Background: an optimization exercise with open tools, aiming at small area and a short achievable clock period. Do not read the settings as production practice. RTL that was checked went through simulation tests only; none was proved equivalent to the original. Only the layout flow was run in run 1; the RTL was not checked for function there. No activity file was given, so power comes from the tool's default toggle rates.

==> flow/design.v <==
package tetris_pkg;
	localparam int WELL_COLS = 10;
	localparam int WELL_ROWS = 20;  
	localparam int ROW_W = $clog2(WELL_ROWS);
	localparam int COL_W = $clog2(WELL_COLS);
	localparam int CELL_SHIFT = 4;  
	localparam int COORD_W = 12;
	localparam int CELL_W = COORD_W - CELL_SHIFT;
	localparam int NUM_SHAPES = 7;
	localparam int SHAPE_W = 3;
	localparam int GRAVITY_FRAMES = 8;
	localparam int GRAV_W = $clog2(GRAVITY_FRAMES);
	localparam int FLICK_STEPS = 4;  
	localparam int FLICK_W = $clog2(FLICK_STEPS);
	localparam int ACT_W = 3;  
	localparam logic [NUM_SHAPES*WELL_COLS*WELL_ROWS-1:0] SPAWN_SHAPES = {
		{20'h0, 20'h0, 20'h0, 20'h1, 20'h1, 20'h1, 20'h1, 20'h0, 20'h0, 20'h0},  
		{20'h0, 20'h0, 20'h0, 20'h2, 20'h3, 20'h2, 20'h0, 20'h0, 20'h0, 20'h0},
		{20'h0, 20'h0, 20'h0, 20'h1, 20'h3, 20'h2, 20'h0, 20'h0, 20'h0, 20'h0},
		{20'h0, 20'h0, 20'h0, 20'h2, 20'h3, 20'h1, 20'h0, 20'h0, 20'h0, 20'h0},
		{20'h0, 20'h0, 20'h0, 20'h2, 20'h2, 20'h3, 20'h0, 20'h0, 20'h0, 20'h0},
		{20'h0, 20'h0, 20'h0, 20'h3, 20'h2, 20'h2, 20'h0, 20'h0, 20'h0, 20'h0},
		{20'h0, 20'h0, 20'h0, 20'h0, 20'h3, 20'h3, 20'h0, 20'h0, 20'h0, 20'h0}   
	};
endpackage
`timescale 1ns/1ps
module tetris_top (
	input logic clk,
	input logic rst,
	input logic frame,
	input logic [2:0] action,
	input logic [11:0] x,
	input logic [11:0] y,
	input logic line_start,
	output logic lit
);
	logic [9:0][19:0] well;
	logic init;  
	logic valid;
	logic [2:0] nxt;
	logic [2:0] cnt;
	logic [9:0] bc;
	logic [9:0] tc;
	logic [19:0] rsel;
	logic tick;
	logic land;
	logic merged;
	logic [9:0] sb, st;  
	logic sfirst;  
	always_comb begin
		sfirst = 1'b0;
		case (nxt)
			3'd0: begin sb = 10'b0000110000; st = 10'b0000110000; end  
			3'd1: begin sb = 10'b0001110000; st = 10'b0001000000; end
			3'd2: begin sb = 10'b0001110000; st = 10'b0000010000; end
			3'd3: begin sb = 10'b0001100000; st = 10'b0000110000; end
			3'd4: begin sb = 10'b0000110000; st = 10'b0001100000; end
			3'd5: begin sb = 10'b0001110000; st = 10'b0000100000; end
			default: begin sb = 10'b0001111000; st = 10'b0000000000; sfirst = 1'b1; end  
		endcase
	end
	logic [19:0] bw;  
	logic [19:0] tw;  
	always_comb begin
		for (int r = 0; r < 20; r++) begin
			bw[r] = 1'b0;
			tw[r] = 1'b0;
			for (int c = 0; c < 10; c++) begin
				bw[r] = bw[r] | (bc[c] & well[c][r]);
				tw[r] = tw[r] | (tc[c] & well[c][r]);
			end
		end
		land = rsel[19];
		for (int r = 0; r < 20; r++) begin
			if (r > 0)
				land = land | (rsel[r-1] & bw[r]);
			land = land | (rsel[r] & tw[r]);
		end
	end
	assign merged = valid & land;
	assign tick = frame & (cnt == 3'd0);
	logic go_left, go_right, go_down;
	assign go_left = action[2] & !bc[0] & !tc[0];
	assign go_right = !action[2] & action[1] & !bc[9] & !tc[9];
	assign go_down = tick | (action == 3'b001);
	always_ff @(posedge clk or posedge rst) begin
		if (rst) begin
			valid <= 1'b0;
			nxt <= 3'd0;
			cnt <= 3'd0;
		end else begin
			if (frame)
				cnt <= cnt + 3'd1;
			if (merged)
				valid <= 1'b0;
			else if (tick & !valid) begin
				valid <= 1'b1;
				nxt <= (nxt == 3'd6) ? 3'd0 : nxt + 3'd1;
			end
		end
	end
	always_ff @(posedge clk) begin
		if (frame) begin
			if (tick & !valid) begin
				bc <= sb;
				tc <= st;
				rsel <= sfirst ? 20'd1 : 20'd2;
			end else begin
				if (go_left) begin
					bc <= bc >> 1;
					tc <= tc >> 1;
				end else if (go_right) begin
					bc <= bc << 1;
					tc <= tc << 1;
				end
				if (go_down)
					rsel <= rsel << 1;
			end
		end
	end
	logic [19:0] fmask;
	logic [1:0] step;
	logic [19:0] full;
	logic [19:0] keep;  
	logic [19:0] onehot;
	logic found;
	logic last;
	always_comb begin
		for (int r = 0; r < 20; r++) begin
			logic a;
			a = 1'b1;
			for (int c = 0; c < 10; c++)
				a = a & well[c][r];
			full[r] = fmask[r] | a;
		end
		keep[19] = !full[19];
		for (int r = 18; r >= 0; r--)
			keep[r] = keep[r+1] & !full[r];
		onehot[19] = full[19];
		for (int r = 0; r < 19; r++)
			onehot[r] = full[r] & keep[r+1];
		found = !keep[0];
	end
	assign last = (step == 2'd3);
	always_ff @(posedge clk or posedge rst) begin
		if (rst) begin
			step <= 2'd0;
			fmask <= '0;
			init <= 1'b1;
		end else begin
			init <= 1'b0;
			if (frame & found & !init) begin
				step <= step + 2'd1;
				fmask <= last ? 20'd0 : onehot;
			end
		end
	end
	logic [19:0] rd;  
	logic [19:0] re;  
	logic [19:0] rt;  
	logic [19:0] mb;  
	logic [19:0] mt;  
	always_comb begin
		for (int r = 0; r < 20; r++) begin
			rd[r] = frame & last & !keep[r] & !merged & !init;
			re[r] = !rd[r] & !init;
			rt[r] = frame & !last & onehot[r] & !merged;
			mb[r] = merged & rsel[r];
			mt[r] = (r < 19) ? (merged & rsel[r < 19 ? r+1 : 0]) : 1'b0;
		end
	end
	always_ff @(posedge clk) begin
		for (int c = 0; c < 10; c++) begin
			for (int r = 0; r < 20; r++) begin
				well[c][r] <= ((r > 0) ? (rd[r] & well[c][r > 0 ? r-1 : 0]) : 1'b0) |
					(re[r] & ((well[c][r] | (mb[r] & bc[c]) | (mt[r] & tc[c])) ^ rt[r]));
			end
		end
	end
	logic [19:0] row_buf;
	logic [7:0] ycell;
	logic [7:0] xcell;
	logic [9:0] colsel;
	logic [19:0] wcol;
	logic pbsel, ptsel;
	logic [19:0] pcol;
	assign ycell = y[11:4];
	assign xcell = x[11:4];
	always_comb begin
		for (int c = 0; c < 10; c++)
			colsel[c] = (ycell == 8'(c + 1)) & !init;
		wcol = '0;
		pbsel = 1'b0;
		ptsel = 1'b0;
		for (int c = 0; c < 10; c++) begin
			wcol = wcol | ({20{colsel[c]}} & well[c]);
			pbsel = pbsel | (colsel[c] & bc[c]);
			ptsel = ptsel | (colsel[c] & tc[c]);
		end
		pbsel = pbsel & valid;
		ptsel = ptsel & valid;
		for (int r = 0; r < 20; r++)
			pcol[r] = (pbsel & rsel[r]) | ((r < 19) ? (ptsel & rsel[r < 19 ? r+1 : 0]) : 1'b0);
	end
	always_ff @(posedge clk or posedge rst) begin
		if (rst) begin
			row_buf <= '0;
			lit <= 1'b0;
		end else begin
			if (line_start)
				row_buf <= wcol | pcol;
			lit <= (xcell < 8'd20) & row_buf[5'd19 - xcell[4:0]];
		end
	end
endmodule
==> flow/run.sh <==
#!/bin/bash
# synth_recipe.tcl (not shown) runs the flow's synth.tcl, then flattens the netlist and writes it again
# the make line also repeats each setting of config.mk as NAME=value (left out here)
make -C /OpenROAD-flow-scripts/flow DESIGN_CONFIG=/design/flow/config.mk WORK_HOME=/design/flow/orfs CLKGATE_MAP_FILE= SYNTH_SCRIPT=/design/flow/synth_recipe.tcl finish
==> flow/config.mk <==
export PLATFORM = sky130hd
export DESIGN_NAME = tetris_top
export DESIGN_NICKNAME = tetris_top
export VERILOG_FILES = /design/flow/design.v
export SDC_FILE = /design/flow/constraint.sdc
export NUM_CORES = 4
export LEC_CHECK = 0
export CAP_MARGIN = 20
export CORE_MARGIN = 2
export CORE_UTILIZATION = 40
export SETUP_SLACK_MARGIN = 4.2
export SLEW_MARGIN = 20
==> flow/constraint.sdc <==
create_clock -name core_clock -period 7.0 [get_ports {clk}]
set_input_delay 1.4000 -clock core_clock [delete_from_list [all_inputs] [get_ports {clk}]]
set_output_delay 1.4000 -clock core_clock [all_outputs]
set_load 0.01 [all_outputs]
==> impl_metrics.env, run 1 <==
export IMPL_cts_sinks=291
export IMPL_die_w_um=226
export IMPL_syn_mean_instance_area_um2=9.04
export IMPL_slew_violations=0
export IMPL_crit_arrival_ns=4.41
export IMPL_multi_input_area_um2=15100
export IMPL_place_inst=2694
export IMPL_fmax_ghz=0.254
export IMPL_synth_fa_ha_area_share_pct=0.381
export IMPL_synth_cells=2179
export IMPL_initial_core_util_pct=40.4
export IMPL_nets=2345
export IMPL_gp_congestion=1.01
export IMPL_synth_xor_area_share_pct=5.11
export IMPL_peakVddDrop_mv=0.184
export IMPL_drc=0
export IMPL_finClkSkew_ns=0.0314
export IMPL_async_flop_share_pct=17.5
export IMPL_setup_worst_path_start_class="register"
export IMPL_routed_wl_mm=110
export IMPL_synth_distinct_cells=75
export IMPL_grt_overflow=0
export IMPL_die_h_um=226
export IMPL_dr_pass1_iters=17
export IMPL_p_per_area_nw_per_um2=329
export IMPL_syn_nets=2216
export IMPL_worstHoldStart="fmask[1]"
export IMPL_synth_seq_cells=291
export IMPL_yosys_area_top_type="dfxtp_1"
export IMPL_yosysWarnings=1
export IMPL_drive_gt1_share_pct=34.3
export IMPL_cts_buffer_depth=3
export IMPL_grt_start_max_net_pins=52
export IMPL_worstPathRequired_ns=7.46
export IMPL_synth_area_mux_share_pct=6.10
export IMPL_num_vias=23800
export IMPL_core_rowCount=81
export IMPL_reg2reg_depth=17
export IMPL_worstPathMaxFanout=6
export IMPL_ff2ff_setup_slack_ns=3.06
export IMPL_endpoint_kind="register"
export IMPL_setup_violations_final=0
export IMPL_worstMarginPinSlew_ns=1.19
export IMPL_grt_pass1_wl_mm=152
export IMPL_dieArea_um2=51100
export IMPL_status="finished clean"
export IMPL_synth_compound_area_share_pct=35.3
export IMPL_rsz0062_at_grt="yes"
export IMPL_yosys_top_cells_count="a221oi_1, dfxtp_1, a22o_1"
export IMPL_grt_use_total_pct=40.5
export IMPL_synth_top_family_by_area="compound AO/OA/AOI/OAI gates"
export IMPL_r2r_start="bc[4]"
export IMPL_post_route_util_pct=55.6
export IMPL_whs_path_depth=2
export IMPL_hpwl_mm=58.8
export IMPL_grt_pass1_vias=21700
export IMPL_path_clk_slew_ns=0.07
export IMPL_cts_tree="built"
export IMPL_slew_headroom_pct=20.8
export IMPL_finalSetupTns_ns=0
export IMPL_synth_simple_area_share_pct=13.7
export IMPL_numCtsBuffers=35
export IMPL_clk_latency_ns=0.59
export IMPL_seq_area_frac_synth_pct=32.9
export IMPL_cts_htree_levels=2
export IMPL_final_cell_count_no_fill=3004
export IMPL_antenna_left=0
export IMPL_period_share_pct=56.3
export IMPL_final_hold_viol_count=0
export IMPL_synth_ff_type="dfxtp_1"
export IMPL_seqCellArea_um2=6490
export IMPL_core_um2=48700
export IMPL_synth_edf_count=40
export IMPL_netlist_area_um2=19700
export IMPL_worst_setup_path_type="reg -> reg"
export IMPL_leakage_nw=9.84
export IMPL_synth_most_common_cell="a221oi_1"
export IMPL_num_fill_cells=4051
export IMPL_synth_top_cells_by_area="dfxtp_1, a221oi_1, a22o_1"
export IMPL_syn_to_final_growth_pct=37.6
export IMPL_numPortBuffers=23
export IMPL_grt_antenna_before_repair=6
export IMPL_synth_top_area_share_pct=20.3
export IMPL_io_pins=32
export IMPL_first_iter_violations=5013
export IMPL_wl_per_cell_um=36.7
export IMPL_r2r_end="well[159]"
export IMPL_vias_per_cell=7.92
export IMPL_min_period_ns=3.94
export IMPL_root_buffer="clkbuf_16"
export IMPL_hold_end="fmask[1]"
export IMPL_hold_path_class="reg -> reg"
export IMPL_cap_violations=0
-- where the power goes --
group	total, W	switching [W]	internal (W)
combinational	0.00430	0.00254	0.00177
sequential	0.00271	0.000704	0.00201
clock	0.00192	0.000824	0.00109
total	0.00893	0.00407	0.00487
-- metal layers --
layer	global-route usage, %	vias to the layer above	share of wire, %
li1	-	9115	-
met1	50.0	11200	35
met2	55.7	2546	39
met3	20.0	919	17
met4	25.6	8	9.4
met5	0	-	0.22
-- worst max-delay path by stage --
stage	startpoint	to	cells after the start
global route	tc[2]	well[199]	16
finish	bc[4]	well[159]	17
CTS	bc[4]	well[170]	13
detailed placement	y[8]	row_buf[0]	10
floorplan	y[8]	row_buf[16]	9
global placement	y[8]	row_buf[0]	10
-- cell families (layout without fill, tap and decap cells) --
family | count (synthesis) | after routing
AND/OR/NAND/NOR | 504 | 515
buffers and inverters | 295 | 419
flip-flops | 291 | 291
adder cells (fa/ha/maj) | 6 | 6
other | 1 | 6
AO/OA/AOI/OAI | 859 | 880
XOR/XNOR | 115 | 115
multiplexers | 108 | 108
-- cell usage in the layout (no fill, tap or decap), drive strengths merged, types with 10 or more instances in the layout --
| master | n |
|---|---|
| clkbuf | 58 |
| a21boi | 38 |
| a22oi | 106 |
| inv | 52 |
| dfrtp | 50 |
| a211oi | 33 |
| clkdlybuf4s50 | 10 |
| o221ai | 26 |
| and2 | 49 |
| nor2 | 121 |
| dfxtp | 200 |
| a221oi | 259 |
| a22o | 178 |
| xnor2 | 44 |
| a31oi | 26 |
| buf | 281 |
| a21oi | 93 |
| and3 | 19 |
| o21ai | 68 |
| nor3 | 67 |
| nand4 | 52 |
| nand3 | 60 |
| nand2 | 78 |
| xor2 | 71 |
| a222oi | 13 |
| mux2i | 74 |
| edfxtp | 40 |
| nor4 | 21 |
| mux2 | 27 |
| nor3b | 11 |
| and4 | 15 |
-- final cells by class --
type | instances | area share [%]
Tap cell | 664 | 3.06
Multi-Input combinational cell | 1625 | 55.7
Timing Repair Buffer | 303 | 12.3
Antenna cell | 5 | 0.0462
Sequential cell | 291 | 23.9
Inverter | 52 | 0.748
Clock buffer | 51 | 3.76
Clock inverter | 13 | 0.494
-- worst max-delay path, stage by stage, from the launching register on --
cell and delay, ns:
edfxtp_1 0.43, buf_6 0.17, buf_12 0.14, a22o_1 0.22, a221oi_2 0.17, nand3_1 0.16
o21ai_2 0.24, nand4_1 0.35, nor4b_4 0.39, buf_4 0.17, buf_12 0.12, a21oi_4 0.11
buf_12 0.18, buf_4 0.14, nor3_4 0.24, buf_6 0.16, o21ai_0 0.08, a221oi_1 0.36
-- per-stage QoR --
stage | cell area (um^2) | hold WS (ns) | setup WS [ns] | total power (W)
after floorplan | 20500 | 0.444 | 3.57 | 0.00437
after global placement | 20800 | 0.459 | 1.45 | 0.00524
after detailed placement | 20800 | 0.468 | 1.36 | 0.00529
after CTS | 25300 | 0.483 | 3.43 | 0.00810
after global routing | 27100 | 0.495 | 3.11 | 0.00905
final | 27100 | 0.477 | 3.06 | 0.00893
-- flip-flops by register name, summed over array words and instances, names as in the netlist --
signal	cells
rsel	20
bc	10
valid	1
well	200
fmask	20
lit	1
nxt	3
tc	10
init	1
step	2
row_buf	20
cnt	3
-- what timing repair did --
action / in CTS / in global routing
cloned: 32 / 29
gates resized for setup: 343 / 179
pin swaps: 155 / 118
setup buffers: 132 / 48
hold buffers: 0 / 0
endpoints found under the setup margin: 323 / 327
==> run 2: changes to the inputs <==
--- a/flow/design.v
+++ b/flow/design.v
@@ -39,49 +39,47 @@
 	logic valid;
 	logic [2:0] nxt;
 	logic [2:0] cnt;
+	logic [3:0] lo;
+	logic [4:0] rb;
+	logic tick;
+	logic [3:0] pb;  
+	logic [3:0] pt;  
+	logic [3:0] rlim;  
 	logic [9:0] bc;
 	logic [9:0] tc;
-	logic [19:0] rsel;
-	logic tick;
+	logic [19:0] rsel;  
 	logic land;
 	logic merged;
-	logic [9:0] sb, st;  
-	logic sfirst;  
-	always_comb begin
-		sfirst = 1'b0;
-		case (nxt)
-			3'd0: begin sb = 10'b0000110000; st = 10'b0000110000; end  
-			3'd1: begin sb = 10'b0001110000; st = 10'b0001000000; end
-			3'd2: begin sb = 10'b0001110000; st = 10'b0000010000; end
-			3'd3: begin sb = 10'b0001100000; st = 10'b0000110000; end
-			3'd4: begin sb = 10'b0000110000; st = 10'b0001100000; end
-			3'd5: begin sb = 10'b0001110000; st = 10'b0000100000; end
-			default: begin sb = 10'b0001111000; st = 10'b0000000000; sfirst = 1'b1; end  
+	always_comb begin
+		case (nxt)  
+			3'd1: begin pb = 4'b0011; pt = 4'b0011; rlim = 4'd8; end  
+			3'd2: begin pb = 4'b0111; pt = 4'b0100; rlim = 4'd7; end
+			3'd3: begin pb = 4'b0111; pt = 4'b0001; rlim = 4'd7; end
+			3'd4: begin pb = 4'b0110; pt = 4'b0011; rlim = 4'd7; end
+			3'd5: begin pb = 4'b0011; pt = 4'b0110; rlim = 4'd7; end
+			3'd6: begin pb = 4'b0111; pt = 4'b0010; rlim = 4'd7; end
+			default: begin pb = 4'b1111; pt = 4'b0000; rlim = 4'd6; end  
 		endcase
-	end
-	logic [19:0] bw;  
-	logic [19:0] tw;  
-	always_comb begin
+		bc = 10'(14'(pb) << lo);
+		tc = 10'(14'(pt) << lo);
+		for (int r = 0; r < 20; r++)
+			rsel[r] = (rb == 5'(r));
+	end
+	always_comb begin
+		land = (rb == 5'd19);
 		for (int r = 0; r < 20; r++) begin
-			bw[r] = 1'b0;
-			tw[r] = 1'b0;
 			for (int c = 0; c < 10; c++) begin
-				bw[r] = bw[r] | (bc[c] & well[c][r]);
-				tw[r] = tw[r] | (tc[c] & well[c][r]);
-			end
-		end
-		land = rsel[19];
-		for (int r = 0; r < 20; r++) begin
-			if (r > 0)
-				land = land | (rsel[r-1] & bw[r]);
-			land = land | (rsel[r] & tw[r]);
+				if (r > 0)
+					land = land | (rsel[r-1] & bc[c] & well[c][r]);
+				land = land | (rsel[r] & tc[c] & well[c][r]);
+			end
 		end
 	end
 	assign merged = valid & land;
 	assign tick = frame & (cnt == 3'd0);
 	logic go_left, go_right, go_down;
-	assign go_left = action[2] & !bc[0] & !tc[0];
-	assign go_right = !action[2] & action[1] & !bc[9] & !tc[9];
+	assign go_left = action[2] & (lo != 4'd0);
+	assign go_right = !action[2] & action[1] & (lo != rlim);
 	assign go_down = tick | (action == 3'b001);
 	always_ff @(posedge clk or posedge rst) begin
 		if (rst) begin
@@ -102,19 +100,15 @@
 	always_ff @(posedge clk) begin
 		if (frame) begin
 			if (tick & !valid) begin
-				bc <= sb;
-				tc <= st;
-				rsel <= sfirst ? 20'd1 : 20'd2;
+				lo <= (nxt == 3'd6) ? 4'd3 : 4'd4;
+				rb <= (nxt == 3'd6) ? 5'd0 : 5'd1;
 			end else begin
-				if (go_left) begin
-					bc <= bc >> 1;
-					tc <= tc >> 1;
-				end else if (go_right) begin
-					bc <= bc << 1;
-					tc <= tc << 1;
-				end
+				if (go_left)
+					lo <= lo - 4'd1;
+				else if (go_right)
+					lo <= lo + 4'd1;
 				if (go_down)
-					rsel <= rsel << 1;
+					rb <= rb + 5'd1;
 			end
 		end
 	end
@@ -127,11 +121,14 @@
 	logic last;
 	always_comb begin
 		for (int r = 0; r < 20; r++) begin
-			logic a;
-			a = 1'b1;
-			for (int c = 0; c < 10; c++)
-				a = a & well[c][r];
-			full[r] = fmask[r] | a;
+			full[r] = fmask[r];
+			begin
+				logic a;
+				a = 1'b1;
+				for (int c = 0; c < 10; c++)
+					a = a & well[c][r];
+				full[r] = full[r] | a;
+			end
 		end
 		keep[19] = !full[19];
 		for (int r = 18; r >= 0; r--)
@@ -166,7 +163,7 @@
 			re[r] = !rd[r] & !init;
 			rt[r] = frame & !last & onehot[r] & !merged;
 			mb[r] = merged & rsel[r];
-			mt[r] = (r < 19) ? (merged & rsel[r < 19 ? r+1 : 0]) : 1'b0;
+			mt[r] = (r < 19) ? (merged & rsel[r+1]) : 1'b0;
 		end
 	end
 	always_ff @(posedge clk) begin
@@ -197,10 +194,8 @@
 			pbsel = pbsel | (colsel[c] & bc[c]);
 			ptsel = ptsel | (colsel[c] & tc[c]);
 		end
-		pbsel = pbsel & valid;
-		ptsel = ptsel & valid;
 		for (int r = 0; r < 20; r++)
-			pcol[r] = (pbsel & rsel[r]) | ((r < 19) ? (ptsel & rsel[r < 19 ? r+1 : 0]) : 1'b0);
+			pcol[r] = valid & ((pbsel & rsel[r]) | ((r < 19) ? (ptsel & rsel[r < 19 ? r+1 : 0]) : 1'b0));
 	end
 	always_ff @(posedge clk or posedge rst) begin
 		if (rst) begin
--- a/flow/config.mk
+++ b/flow/config.mk
@@ -8,5 +8,4 @@
 export CAP_MARGIN = 20
 export CORE_MARGIN = 2
 export CORE_UTILIZATION = 40
-export SETUP_SLACK_MARGIN = 4.2
 export SLEW_MARGIN = 20
==> run 2 against run 1 <==
Compared with the run above: core utilization shrank 9.5 points; combinational power shrank 44%; critical path depth is the same.
==> impl_metrics.env, run 2 <==
export IMPL_p_per_area_nw_per_um2=249
export IMPL_first_iter_violations=5349
export IMPL_cts_resized=0
export IMPL_synth_most_common_cell="nand2_1"
export IMPL_grt_start_max_net_pins=52
export IMPL_worstPathMaxFanout=32
export IMPL_netlist_area_um2=20800
export IMPL_peakVddDrop_mv=0.212
export IMPL_leakage_nw=8.37
export IMPL_synth_simple_area_share_pct=20.4
export IMPL_slew_violations=0
export IMPL_worst_path_buf_inv=3
export IMPL_numPortBuffers=23
export IMPL_core_um2=51400
export IMPL_reg_top3="well: 200 flops, fmask: 20 flops, row_buf: 20 flops"
export IMPL_gp_congestion=1.09
export IMPL_synth_xor_area_share_pct=2.27
export IMPL_cts_htree_levels=1
export IMPL_root_buffer="clkbuf_16"
export IMPL_grt_use_total_pct=52.0
export IMPL_r2r_start="nxt[1]"
export IMPL_period_share_pct=90.3
export IMPL_crit_slowest_cell="o31ai_4"
export IMPL_critPathTopFamily="compound AO/OA/AOI/OAI gates"
export IMPL_final_cell_count_no_fill=3268
export IMPL_setup_worst_path_start_class="register"
export IMPL_numCtsBuffers=31
export IMPL_synth_top_cells_by_area="dfxtp_1, a32o_1, dfrtp_1"
export IMPL_syn_nets=2614
export IMPL_reg2reg_depth=17
export IMPL_hold_path_class="reg -> reg"
export IMPL_syn_mean_instance_area_um2=8.10
export IMPL_antenna_left=0
export IMPL_seq_area_frac_synth_pct=26.7
export IMPL_die_h_um=232
export IMPL_holdBufCountCts=0
export IMPL_initial_core_util_pct=40.5
export IMPL_routed_wl_mm=145
export IMPL_endpoint_kind="register"
export IMPL_post_cts_buffers=0
export IMPL_r2r_end="well[166]"
export IMPL_core_rowCount=83
export IMPL_largest_register="well"
export IMPL_vias_per_cell=8.13
export IMPL_multi_input_area_um2=14200
export IMPL_synth_compound_area_share_pct=39.8
export IMPL_grt_pass1_vias=24200
export IMPL_synth_cells=2570
export IMPL_layout_common_cells="nand2_1, dfxtp_1, o22ai_1"
export IMPL_worstMarginPinSlew_ns=1.29
export IMPL_clk_latency_ns=0.63
export IMPL_final_hold_viol_count=0
export IMPL_cts_sinks=260
export IMPL_crit_start="nxt[1]"
export IMPL_final_common_cell="nand2_1"
export IMPL_synth_top_area_share_pct=19.2
export IMPL_grt_pass1_wl_mm=196
export IMPL_finalSetupTns_ns=0
export IMPL_pre_cts_ws_ns=0.993
export IMPL_syn_to_final_growth_pct=13.9
export IMPL_hold_slack_ns=0.465
export IMPL_timing_final_ws_setup_ns=0.680
export IMPL_cts_tree="built"
export IMPL_seqCellArea_um2=5550
export IMPL_async_flop_share_pct=19.6
export IMPL_grt_antenna_before_repair=12
export IMPL_status="finished clean"
export IMPL_worst_setup_path_type="reg -> reg"
export IMPL_synth_seq_cells=260
export IMPL_yosys_area_top_type="dfxtp_1"
export IMPL_path_clk_slew_ns=0.06
export IMPL_crit_chain="nand2_1, inv_1, ha_1, nand2_1, a41oi_4, o31ai_4, buf_4, a21oi_1, a311o_1, a2111oi_0, o211ai_1, nor4_2, a21oi_4, or4b_1, buf_12, a21oi_4, o2bb2ai_1"
export IMPL_max_stage_delay_ns=0.82
export IMPL_nets=2603
export IMPL_synth_distinct_cells=113
export IMPL_slew_headroom_pct=13.6
export IMPL_rsz0062_at_grt="no"
export IMPL_largest_reg_flops=200
export IMPL_synth_area_mux_share_pct=3.47
export IMPL_finClkSkew_ns=0.0121
export IMPL_synth_edf_count=9
export IMPL_io_pins=32
export IMPL_crit_arrival_ns=6.87
export IMPL_place_inst=3206
export IMPL_min_period_ns=6.32
export IMPL_ff2ff_setup_slack_ns=0.68
export IMPL_cap_violations=0
export IMPL_yosysWarnings=1
export IMPL_num_vias=26600
export IMPL_synth_fa_ha_area_share_pct=0.865
export IMPL_crit_end="well[166]"
export IMPL_setup_violations_final=0
export IMPL_wl_per_cell_um=44.3
export IMPL_cp_depth=17
export IMPL_worstPathRequired_ns=7.55
export IMPL_drc=0
export IMPL_cts_buffer_depth=3
export IMPL_yosys_top_cells_count="nand2_1, dfxtp_1, o22ai_1"
export IMPL_synth_ff_type="dfxtp_1"
export IMPL_num_fill_cells=5104
export IMPL_fmax_ghz=0.158
export IMPL_synth_top_family_by_area="compound AO/OA/AOI/OAI gates"
export IMPL_dieArea_um2=53900
export IMPL_die_w_um=232
export IMPL_dr_pass1_iters=10
export IMPL_hpwl_mm=101
export IMPL_grt_overflow=0
export IMPL_drive_gt1_share_pct=15.6
-- run 2: changes by cell type after synthesis, moves of 29 or more --
cell      change
nand2_1     +237
a221oi_1    -203
o22ai_1     +196
a32o_1      +128
a211o_1     +121
a22o_1      -121
xor2_1       -61
mux2i_1      -49
a21oi_1      +45
and2_1       -42
a221oi_2     -33
edfxtp_1     -31
clkbuf_1     +29
-- run 2: cell families (layout without fill, tap and decap cells) --
group           count (synthesis)  after routing
buf+inv                       297            311
flops                         260            260
xor+xnor                       54             54
fa+ha+maj                      14             14
other cells                     1              5
compound gates               1080           1080
mux                            54             54
simple gates                  810            810
-- run 2: cell type report --
cell class              count  share of cell area (%)
multi-input cells        2013                    59.9
flip-flops and latches    260                    23.4
repair buffers            228                    8.36
clock buffers              48                    3.92
well taps                 680                    3.59
clock inverters            10                   0.406
inverters                  25                   0.396
diodes                      4                  0.0422
-- run 2: where the power goes --
| part | internal [W] | leakage (nW) | switching, W |
|---|---|---|---|
| Combinational | 0.000598 | 5.50 | 0.00182 |
| Clock | 0.000950 | 0.514 | 0.000738 |
| Sequential | 0.00157 | 2.36 | 0.000215 |
| Total | 0.00312 | 8.37 | 0.00278 |
-- run 2: how the worst min path moves through the flow --
stage / from / to / slack (ns) / cells after the start
floorplan: cnt[2] / cnt[2] / 0.44 / 1
global placement: cnt[2] / cnt[2] / 0.45 / 1
detailed placement: cnt[2] / cnt[2] / 0.46 / 1
CTS: cnt[2] / cnt[2] / 0.47 / 1
global route: cnt[2] / cnt[2] / 0.51 / 1
finish: cnt[2] / cnt[2] / 0.47 / 1
-- run 2: per-stage QoR --
stage	total power, W	utilization, %	area (um^2)
2_1_floorplan	0.00288	-	20800
3_3_place_gp	0.00400	44.1	22700
3_5_place_dp	0.00402	44.1	22700
4_1_cts	0.00567	46.1	23700
5_1_grt	0.00588	46.1	23700
6_report	0.00589	46.1	23700
-- run 2: routing by layer --
layer  track usage [%]  wire (um)  share of wire, %
met5              1.29        215              0.15
met4              39.3      14300               9.9
met3              23.5      24300                17
met2              69.1      54500                38
met1              64.8      51300                35

[separate check: timing with driven ports]
In the flow no input, the clock included, has a driving cell. The finished layouts below were timed again as built, in two steps. Step 1 sets driving cells, clkbuf_16 on the clock port and buf_2 on the other inputs (assumed; they add their load-dependent delay and slew). Step 2, shift: input delay + t, output delay - t, t = (earliest + latest rising clock arrival at the registers) / 2. This alone moves slack from input paths to output paths. Three values: no drivers, after step 1, after step 2; two values: the first two.
run	t, ns	setup slack, ns	worst setup path after step 2
run 1	0.639	3.056 / 3.056 / 3.014	input to register
run 2	0.686	0.680 / 0.680 / 0.680	register to register
After both steps setup and hold are still met in every run listed. The setup slack of run 1, which loses most, moves by 0.000 ns with the drivers and by -0.042 ns with both steps.
